This design comes from an exercise in tuning for small area, a short achievable clock period and few clock cycles per item on the open sky130 flow, not from production work.
The RTL was checked by simulation tests, not by an equivalence proof against the original design.
Power and IR drop assume default switching activity.

## flow/design.v (module list and top-level ports; edited modules follow where they fit)
// module csa_fa: 10 lines
// module csa_ha: 9 lines
// module conv_cs3: 568 lines
// module conv_cs3c: 692 lines
// module conv_cs3cb: 705 lines
// module dense_mac: 256 lines
// module cnn_top: 307 lines
// module ring_sel: 11 lines
module cnn_top (
    input  logic              clk,
    input  logic              rst,
    input  logic              load_en,
    input  logic [6:0]        load_addr,
    input  logic signed [7:0] load_data,
    input  logic              start,
    input  logic [1:0]        class_sel,
    output logic signed [7:0] score,
    output logic              conv_done,
    output logic              pool_done,
    output logic              dense_done
);
  // ...
==> flow/flow/run.sh <==
#!/bin/bash
set -euo pipefail
bash standard.sh SETUP_SLACK_MARGIN=6.4 "BUFFER_PORTS_ARGS=-buffer_cell sky130_fd_sc_hd__buf_4" finish > standard_flow.log 2>&1
==> flow/standard.sh <==
#!/bin/bash
# synth_recipe.tcl (not shown) runs the flow's synth.tcl, then flattens the netlist and writes it again
# the make line also repeats each setting of config.mk as NAME=value (left out here)
make -C /OpenROAD-flow-scripts/flow DESIGN_CONFIG=/design/flow/config.mk WORK_HOME=/design/flow/orfs CLKGATE_MAP_FILE= SYNTH_SCRIPT=/design/flow/synth_recipe.tcl "${@:-finish}"
==> flow/config.mk <==
export PLATFORM = sky130hd
export DESIGN_NAME = cnn_top
export DESIGN_NICKNAME = cnn_top
export VERILOG_FILES = /design/flow/design.v
export SDC_FILE = /design/flow/constraint.sdc
export NUM_CORES = 4
export LEC_CHECK = 0
export CAP_MARGIN = 20
export CORE_MARGIN = 2
export CORE_UTILIZATION = 60
export SETUP_SLACK_MARGIN = 5
export SLEW_MARGIN = 20
export SYNTH_HIERARCHICAL = 1
export SYNTH_MINIMUM_KEEP_SIZE = 0
==> flow/constraint.sdc <==
create_clock -name core_clock -period 12.0 [get_ports {clk}]
set_input_delay 2.4000 -clock core_clock [delete_from_list [all_inputs] [get_ports {clk}]]
set_output_delay 2.4000 -clock core_clock [all_outputs]
set_load 0.01 [all_outputs]
==> results.sh, run 1 <==
export IMPL_chipHeight_um=336
export IMPL_comb_cell_power_mw=9.97
export IMPL_crit_start="class_sel[0]"
export IMPL_synth_simple_area_share=0.104
export IMPL_met1_usage=0.450
export IMPL_setup_viol=0
export IMPL_htreeDepth=4
export IMPL_holdCritStartpoint="cy1[0]"
export IMPL_synth_area_leaders="edfxtp_1 (23%), dfxtp_1 (22%), fa_1 (20%)"
export IMPL_crit_required_ns=9.60
export IMPL_finalHoldViolCount=0
export IMPL_dr_wl_met2_um=78200
export IMPL_timing_hold_ws_ns=0.338
export IMPL_cts_tree="built"
export IMPL_cp_depth=3
export IMPL_fin_skew_ns=0.0433
export IMPL_core_area_um2=109000
export IMPL_num_fill_cells=8364
export IMPL_path_class="input pin to primary output"
export IMPL_synth_top_family_by_area="adder cells"
export IMPL_final_area_um2=71100
export IMPL_holdBufCountCts=0
export IMPL_r2r_end="acur[17]"
export IMPL_power_frac_seq=0.303
export IMPL_end_kind="primary output"
export IMPL_path_buf_inv=2
export IMPL_routedWlPerCell_um=24.7
export IMPL_swShare=0.389
export IMPL_synthArstFlopShare=0
export IMPL_max_freq_mhz=179
export IMPL_grt_pass1_vias=43400
export IMPL_rows=121
export IMPL_wl_met3_um=12600
export IMPL_status="complete, no violations"
export IMPL_place_ws_ns=5.98
export IMPL_root_buffer="clkbuf_16"
export IMPL_syn2layout_area_growth_pct=7.75
export IMPL_drv_slew=0
export IMPL_grt_pass1_wl_um=262000
export IMPL_synth_xor_area_share=0.00797
export IMPL_port_buffer_count=31
export IMPL_clock_sinks=1248
Testbench counts, summed over its fixed seeds: cycles 9,360, frames 128.
==> module cnn_top, before the edit <==
module cnn_top (
    input  logic              clk,
    input  logic              rst,
    input  logic              load_en,
    input  logic [6:0]        load_addr,
    input  logic signed [7:0] load_data,
    input  logic              start,
    input  logic [1:0]        class_sel,
    output logic signed [7:0] score,
    output logic              conv_done,
    output logic              pool_done,
    output logic              dense_done
);
    logic [7:0]        ring  [0:63];    
    logic [5:0]        off;
    logic signed [7:0] ker   [0:8];
    logic signed [7:0] cbias;
    logic signed [7:0] dw    [0:35];
    logic signed [7:0] dbias [0:3];
    logic       rp;         
    logic       wr_img;
    logic       shift;
    logic [7:0] sdata;
    logic [5:0] wpos;
    assign wr_img = load_en && !load_addr[6];
    assign shift  = rp || (wr_img && load_addr[5:0] == off);
    assign sdata  = rp ? ring[0] : load_data;
    assign wpos   = load_addr[5:0] - off;
    logic [7:0] wlo, whi0, whi1, cy;
    always_comb
    begin
        for (int t = 0; t < 8; t++)
        begin
            wlo[t]  = load_addr[2:0] == 3'(t + 32'(off[2:0]));
            cy[t]   = (t + 32'(off[2:0])) >= 8;
            whi0[t] = load_addr[5:3] == 3'(t + 32'(off[5:3]));
            whi1[t] = load_addr[5:3] == 3'(t + 32'(off[5:3]) + 1);
        end
    end
    logic [63:0] we;
    logic [63:0] hold;
    logic [7:0]  ring_d [0:63];
    always_comb
    begin
        for (int j = 0; j < 64; j++)
        begin
            we[j]   = wr_img && !shift && (wlo[j%8] && (cy[j%8] ? whi1[j/8] : whi0[j/8]));
            hold[j] = !(shift || we[j]);
        end
    end
    for (genvar j = 0; j < 64; j++)
    begin : g_ring
        for (genvar b = 0; b < 8; b++)
        begin : g_bit
            ring_sel u_sel (
                .nb((j == 63) ? sdata[b] : ring[(j + 1) % 64][b]), .sh(shift),
                .wd(load_data[b]), .we(we[j]), .q(ring[j][b]), .hold(hold[j]),
                .d(ring_d[j][b])
            );
        end
    end
    always_ff @(posedge clk)
    begin
        for (int j = 0; j < 64; j++)
            ring[j] <= ring_d[j];
    end
    always_ff @(posedge clk)
    begin
        if (rst)
            off <= 6'd0;
        else if (shift)
            off <= off + 6'd1;
    end
    always_ff @(posedge clk)
    begin
        if (load_en)
        begin
            for (int k = 0; k < 9; k++)
                if (load_addr == 7'(64 + k))
                    ker[k] <= load_data;
            if (load_addr == 7'd73)
                cbias <= load_data;
            for (int k = 0; k < 36; k++)
                if (load_addr == 7'(80 + k))
                    dw[k] <= load_data;
            for (int k = 0; k < 4; k++)
                if (load_addr == 7'(116 + k))
                    dbias[k] <= load_data;
        end
    end
    logic sact;       
    logic scomp;      
    logic rdy;        
    logic busy;
    logic done;
    logic v1;         
    logic [5:0] n1;
    logic [18:0]        s1_d, cy1_d, s2_d, cy2_d, s3_d, cy3_d;
    logic [18:0]        s1, cy1, s2, cy2, s3, cy3;
    logic [18:0]        csum;
    logic signed [12:0] csh;
    logic signed [7:0]  c8;
    logic               v2;
    logic [2:0]         r2, c2;
    conv_cs3 u_cs1 (
        .p0(ring[47]), .k0(ker[0]), .p1(ring[48]), .k1(ker[1]), .p2(ring[49]), .k2(ker[2]),
        .so(s1_d), .co(cy1_d)
    );
    conv_cs3c u_cs2 (
        .p0(ring[54]), .k0(ker[3]), .p1(ring[55]), .k1(ker[4]), .p2(ring[56]), .k2(ker[5]),
        .si(s1), .ci(cy1), .so(s2_d), .co(cy2_d)
    );
    conv_cs3cb u_cs3 (
        .p0(ring[61]), .k0(ker[6]), .p1(ring[62]), .k1(ker[7]), .p2(ring[63]), .k2(ker[8]),
        .bias(cbias), .si(s2), .ci(cy2), .so(s3_d), .co(cy3_d)
    );
    always_ff @(posedge clk)
    begin
        s1  <= s1_d;
        cy1 <= cy1_d;
        s2  <= s2_d;
        cy2 <= cy2_d;
        s3  <= s3_d;
        cy3 <= cy3_d;
        r2  <= n1[5:3] - 3'd2;
        c2  <= n1[2:0] - 3'd2;
    end
    logic signed [7:0]  pair_lo;
    logic signed [7:0]  rb [0:2];
    logic signed [7:0]  cmpv;
    logic signed [7:0]  mres;
    logic               gt;
    logic signed [7:0]  pool;
    logic               v3;
    always_comb
    begin
        csum = s3 + cy3;
        csh  = csum[18:6];
        c8   = (csh > 13'sd127) ? 8'sd127 : (csh < -13'sd128) ? -8'sd128 : csh[7:0];
        cmpv = (r2[0] && rb[2] > pair_lo) ? rb[2] : pair_lo;
        gt   = csh > 13'(cmpv);
        mres = gt ? c8 : cmpv;
    end
    always_ff @(posedge clk)
    begin
        if (v2 && !c2[0])
            pair_lo <= c8;
        if (v2 && c2[0])
        begin
            rb[0] <= mres;
            rb[1] <= rb[0];
            rb[2] <= rb[1];
        end
        if (v2 && c2[0] && r2[0])
        begin
            pool   <= mres;
        end
    end
    logic        ph;
    logic        mac;
    logic [18:0] acur, aalt, bcur, balt;
    logic [18:0] anext, bnext;
    logic [7:0]  wa, wb;
    logic [7:0]  dba, dbb;
    assign mac = v3 || ph;
    logic [8:0] knext, kcur;
    logic [7:0] wsa0, wsb0, wsa1, wsb1;
    always_comb
    begin
        wsa0 = '0;
        wsb0 = '0;
        wsa1 = '0;
        wsb1 = '0;
        for (int k = 0; k < 9; k++)
        begin
            wsa0 = wsa0 | ({8{knext[k]}} & dw[k]);
            wsb0 = wsb0 | ({8{knext[k]}} & dw[9 + k]);
            wsa1 = wsa1 | ({8{kcur[k]}} & dw[18 + k]);
            wsb1 = wsb1 | ({8{kcur[k]}} & dw[27 + k]);
        end
    end
    always_ff @(posedge clk)
    begin
        if (v1 && n1 == 6'd0)
            knext <= 9'd1;
        else if (v2 && c2[0] && r2[0])
        begin
            knext <= {knext[7:0], 1'b0};
            kcur  <= knext;
        end
        if (v2 && c2[0] && r2[0])
        begin
            wa  <= wsa0;
            wb  <= wsb0;
            dba <= knext[0] ? dbias[0] : 8'd0;
            dbb <= knext[0] ? dbias[1] : 8'd0;
        end
        else if (v3)
        begin
            wa  <= wsa1;
            wb  <= wsb1;
            dba <= kcur[0] ? dbias[2] : 8'd0;
            dbb <= kcur[0] ? dbias[3] : 8'd0;
        end
    end
    logic [18:0] as_, ac_, bs_, bc_;
    dense_mac u_maca (.x(pool), .w(wa), .bias(dba), .acc(aalt), .so(as_), .co(ac_));
    dense_mac u_macb (.x(pool), .w(wb), .bias(dbb), .acc(balt), .so(bs_), .co(bc_));
    assign anext = as_ + ac_;
    assign bnext = bs_ + bc_;
    always_ff @(posedge clk)
    begin
        if (v2 && c2[0] && r2[0] && knext[0])
        begin
            acur <= '0;
            aalt <= '0;
            bcur <= '0;
            balt <= '0;
        end
        else if (mac)
        begin
            acur <= anext;
            aalt <= acur;
            bcur <= bnext;
            balt <= bcur;
        end
    end
    logic signed [7:0] score_q [0:3];
    function automatic logic [7:0] sat5(input logic [18:0] a);
        logic signed [13:0] s;
        s = a[18:5];
        sat5 = (s > 14'sd127) ? 8'sd127 : (s < -14'sd128) ? 8'h80 : s[7:0];
    endfunction
    logic fin;    
    assign fin = ph && kcur[8];
    always_ff @(posedge clk)
    begin
        if (rst)
        begin
            sact  <= 1'b0;
            scomp <= 1'b0;
            rdy   <= 1'b0;
            rp    <= 1'b0;
            busy  <= 1'b0;
            done  <= 1'b0;
            v1    <= 1'b0;
            v2    <= 1'b0;
            v3    <= 1'b0;
            ph    <= 1'b0;
            n1    <= 6'd0;
        end
        else
        begin
            sact <= shift && (off == 6'd0 || sact) && off != 6'd63;
            v1   <= shift && (off == 6'd0 || sact);
            n1   <= off;
            if (load_en && !shift)
            begin
                scomp <= 1'b0;
                rdy   <= 1'b0;
            end
            else if (shift && (off == 6'd0 || sact))
            begin
                scomp <= off == 6'd63;
                rdy   <= 1'b0;
                if (off == 6'd63)
                    rp <= 1'b0;
            end
            else if (shift)
            begin
                scomp <= 1'b0;
                rdy   <= 1'b0;
            end
            else if (fin && scomp)
                rdy <= 1'b1;
            v2 <= v1 && n1[5:4] != 2'b00 && n1[2:1] != 2'b00;
            v3 <= v2 && c2[0] && r2[0];
            ph <= v3;
            if (start && !busy)
            begin
                busy <= 1'b1;
                done <= 1'b0;
                if (!rdy && !scomp)
                    rp <= 1'b1;
            end
            else if (busy && rdy)
            begin
                busy <= 1'b0;
                done <= 1'b1;
            end
        end
    end
    always_ff @(posedge clk)
    begin
        if (busy && rdy && !rst)
        begin
            score_q[0] <= sat5(aalt);
            score_q[2] <= sat5(acur);
            score_q[1] <= sat5(balt);
            score_q[3] <= sat5(bcur);
        end
    end
    assign score      = score_q[class_sel];
    assign conv_done  = done;
    assign pool_done  = done;
    assign dense_done = done;
endmodule
==> run 2: changes to the inputs <==
--- a/flow/design.v
+++ b/flow/design.v
@@ -2546,5 +2546,11 @@
         end
     end
-    assign score      = score_q[class_sel];
+    logic [7:0] m01, m23;
+    for (genvar b = 0; b < 8; b++)
+    begin : g_score
+        inv_mux u_m01 (.a(score_q[0][b]), .b(score_q[1][b]), .s(class_sel[0]), .y(m01[b]));
+        inv_mux u_m23 (.a(score_q[2][b]), .b(score_q[3][b]), .s(class_sel[0]), .y(m23[b]));
+        inv_mux u_out (.a(m01[b]), .b(m23[b]), .s(class_sel[1]), .y(score[b]));
+    end
     assign conv_done  = done;
     assign pool_done  = done;
@@ -2562,3 +2568,11 @@
     assign d = (sh & nb) | (we & wd) | (hold & q);
 endmodule
+module inv_mux (
+    input  logic a,
+    input  logic b,
+    input  logic s,
+    output logic y
+);
+    assign y = ~(s ? b : a);
+endmodule
 `default_nettype wire
==> flow/flow/run.sh (replaced) <==
#!/bin/bash
set -euo pipefail
bash standard.sh SETUP_SLACK_MARGIN=6.6 "BUFFER_PORTS_ARGS=-buffer_cell sky130_fd_sc_hd__buf_4" finish > standard_flow.log 2>&1
--- a/flow/config.mk
+++ b/flow/config.mk
@@ -9,4 +9,5 @@
 export CORE_MARGIN = 2
 export CORE_UTILIZATION = 60
+export CTS_BUF_LIST = sky130_fd_sc_hd__clkbuf_8
 export SETUP_SLACK_MARGIN = 5
 export SLEW_MARGIN = 20
==> run 2 against run 1 <==
Effect of this change: still clean; first-iteration DRC count increased by 0.86%; clock power shrank 9.2%; combinational power hardly changed; via count increased by 0.44%; critical path depth increased by 1; clock skew up 0.012 ns.
==> results.sh, run 2 <==
export IMPL_instances_no_fill=6990
export IMPL_drc=0
export IMPL_chipHeight_um=335
export IMPL_largest_register="ring"
export IMPL_port_buffer_count=31
export IMPL_synth_simple_area_share=0.102
export IMPL_p_leak_nw=31.0
export IMPL_drtAntennaViolNets=0
export IMPL_synth_area_leaders="edfxtp_1 (23%), dfxtp_1 (22%), fa_1 (20%)"
export IMPL_syn2layout_area_growth_pct=7.63
export IMPL_antenna_found_initial=13
export IMPL_tns_ns=0
export IMPL_crit_path_top_delay_cell="mux2i_1"
export IMPL_synth_compound_area_share=0.126
export IMPL_initial_core_util=0.604
export IMPL_setup_viol=0
export IMPL_synthArstFlopShare=0
export IMPL_drv_slew=0
export IMPL_grt_pass1_wl_um=263000
export IMPL_drt_total_wl_um=171000
export IMPL_min_path_type="flip-flop to flip-flop"
export IMPL_dp_hpwl_um=119000
export IMPL_path_class="input pin to primary output"
export IMPL_slew_headroom=0.269
export IMPL_rsz0062_at_grt="yes"
export IMPL_post_place_cells=6604
export IMPL_synthFlopType="dfxtp_1"
export IMPL_startpoint_type="input pin"
export IMPL_tightestPinTransition_ns=1.10
export IMPL_largest_register_ffs=512
export IMPL_track_usage=0.307
export IMPL_die_w_um=335
export IMPL_fin_ws_ns=6.58
export IMPL_synth_most_common_cell="dfxtp_1"
export IMPL_yosysTopAreaCell="edfxtp_1"
export IMPL_post_route_period_util=0.452
export IMPL_ios=32
export IMPL_drv_cap=0
export IMPL_globalRouteMet2Util=0.475
export IMPL_p_per_area_nw_per_um2=285
export IMPL_grt_overflow_total=0
export IMPL_gp_congestion=0.895
export IMPL_htreeDepth=4
export IMPL_ys_seq_area_frac=0.458
export IMPL_num_vias=43500
export IMPL_grt_pass1_vias=43600
export IMPL_netlist_cell_type_count=67
export IMPL_synth_edf_count=513
export IMPL_end_kind="primary output"
export IMPL_critPathMaxStageDelay_ns=0.18
export IMPL_place_ws_ns=5.62
export IMPL_cts_tree="built"
export IMPL_clkTransAtPathRegs_ns=0.06
export IMPL_top_regs="ring: 512 flops, dw: 288 flops, ker: 72 flops"
export IMPL_routedWlPerCell_um=24.4
export IMPL_numCtsBuffers=203
export IMPL_finalHoldViolCount=0
export IMPL_core_area_um2=109000
export IMPL_min_period_ns=5.42
export IMPL_path_max_fanout=8
export IMPL_synthMuxAreaShare=0.0107
export IMPL_grt_max_degree=202
export IMPL_max_freq_mhz=184
export IMPL_clockBufferDepth=3
export IMPL_cp_arrival_ns=3.02
export IMPL_met3_usage=0.0616
export IMPL_yosysWarnings=20
export IMPL_synthAdderAreaFrac=0.229
export IMPL_syn_area_um2=65800
export IMPL_fin_skew_ns=0.0555
export IMPL_drtIter0Drc=6432
export IMPL_met1_usage=0.445
export IMPL_clock_latency_ns=0.90
export IMPL_dieArea_um2=112000
export IMPL_synth_xor_area_share=0.00985
export IMPL_cp_cell_sequence="buf_16 > mux2i_2 > mux2i_1 > buf_4"
export IMPL_rows=121
export IMPL_synth_common_cells="dfxtp_1 (735), fa_1 (662), inv_1 (611), and2_1 (557), a222oi_1 (544)"
export IMPL_layout_drive_gt1_share=0.0739
export IMPL_yosysTopAreaCellShare=0.234
export IMPL_final_common_cell="dfxtp_1"
export IMPL_design_final_nets=6240
export IMPL_clock_sinks=1248
export IMPL_ys_ff_latch=1248
export IMPL_root_buffer="clkbuf_8"
export IMPL_final_cell_mix="dfxtp_1 (735), inv_1 (695), fa_1 (662)"
export IMPL_grt_busiest_layer="met2"
export IMPL_synth_top_family_by_area="adder cells"
export IMPL_vdd_ir_drop_max_uv=486
export IMPL_status="complete, no violations"
export IMPL_vias_per_cell=6.23
export IMPL_crit_required_ns=9.60
export IMPL_syn_area_per_cell_um2=12.1
export IMPL_syn_inst=5418
export IMPL_first_pass_iters=13
-- run 2: worst max-delay path, delay by kind of cell --
kind	cells	cell delay, ns
mux	2	0.33
buf+inv	2	0.29
-- run 2: through the flow --
step / total power, mW / utilization / hold WS (ns) / cell area, µm²
global placement: 16.3 / 0.609 / 0.311 / 66300
global route: 21.6 / 0.651 / 0.343 / 70800
finish: 20.2 / 0.651 / 0.325 / 70800
floorplan: 15.6 / - / 0.331 / 65900
detailed placement: 16.4 / 0.609 / 0.319 / 66300
CTS: 20.2 / 0.649 / 0.329 / 70600
-- run 2: worst paths after layout --
| check | slack, ns | cells after the start | startpoint | endpoint |
|---|---|---|---|---|
| hold / removal | 0.33 | 0 | cy1[0] | cy2[0] |
| hold reg to reg | 0.33 | 0 | cy1[0] | cy2[0] |
| setup / recovery | 6.58 | 4 | class_sel[0] | score[3] |
| setup reg to reg | 6.78 | 16 | pool[6] | bcur[17] |
-- run 2: layout make-up --
cell class                      count  area [µm²]
Timing Repair Buffer               88         753
Inverter                          613        2330
Clock inverter                    134         970
Sequential cell                  1248       30100
Clock buffer                      235        3230
Fill cell                        8482       38000
Multi-Input combinational cell   3256       31600
Antenna cell                        2        5.00
Tap cell                         1414        1770
-- run 2: kinds of logic (layout without fill, tap and decap cells) --
| family | after synthesis | in the layout |
|---|---|---|
| and+or+nand+nor | 1326 | 1326 |
| DFF | 1248 | 1248 |
| AOI/OAI and AO/OA | 967 | 967 |
| buffers and inverters | 923 | 1070 |
| adders and majority gates | 809 | 809 |
| xor gates and xnor gates | 74 | 74 |
| muxes | 68 | 68 |
| other | 3 | 14 |
-- run 2: repair_timing --
action,CTS,global route
resized for setup,10,15
setup endpoints to repair,18,355
pin swaps,0,2
hold buffers,0,0
buffers inserted,4,9
gates cloned,1,0
-- run 2: Yosys stat by module (local to each module, per instance) --
module | cells | cell area [µm²]
cnn_top | 2685 | 38800
conv_cs3cb | 251 | 1500
conv_cs3c | 250 | 1490
conv_cs3 | 249 | 1480
dense_mac | 111 | 694
csa_fa | 1 | 20.0
ring_sel | 2 | 13.8
csa_ha | 1 | 12.5
inv_mux | 1 | 10.0
-- run 2: per-layer routing --
layer | routed length, µm | vias to the layer above
met3 | 13900 | 248
met4 | 3850 | 10
met2 | 78500 | 1742
met1 | 74500 | 22200
met5 | 74 | -
li1 | - | 19400
-- run 2: power by group --
group          internal [mW]  switching, mW  leakage [nW]
clock                   2.04           1.73          2.45
combinational           4.64           5.63          17.9
sequential              5.46          0.689          10.6
total                   12.1           8.05          31.0
Testbench counts of run 2, summed over its fixed seeds: cycles 9,360, frames 128.

==> port drivers added, routing unchanged <==
Ports are ideal in the flow. The routed layouts listed here were re-timed in OpenROAD. Step 1, drivers: a clkbuf_16 drives clk and a buf_2 each remaining input, both assumed. Step 2 times the ports against the registers' clock, not the clock port: input delays grow and output delays shrink by t, the midpoint of the rising clock arrivals with the driver on. Slacks: ideal ports / drivers / drivers and shift; pairs: ideal ports / drivers.
run | shift t [ns] | setup WS [ns] | worst slew at a driven data input, ns
run 1 | 0.829 | 6.428 / 6.361 / 5.902 | 0.15
run 2 | 0.950 | 6.577 / 6.422 / 5.749 | 0.17
After both steps every run listed still meets setup and hold. The setup slack of run 2, which loses most, moves by -0.155 ns with the drivers and by -0.828 ns with both steps.
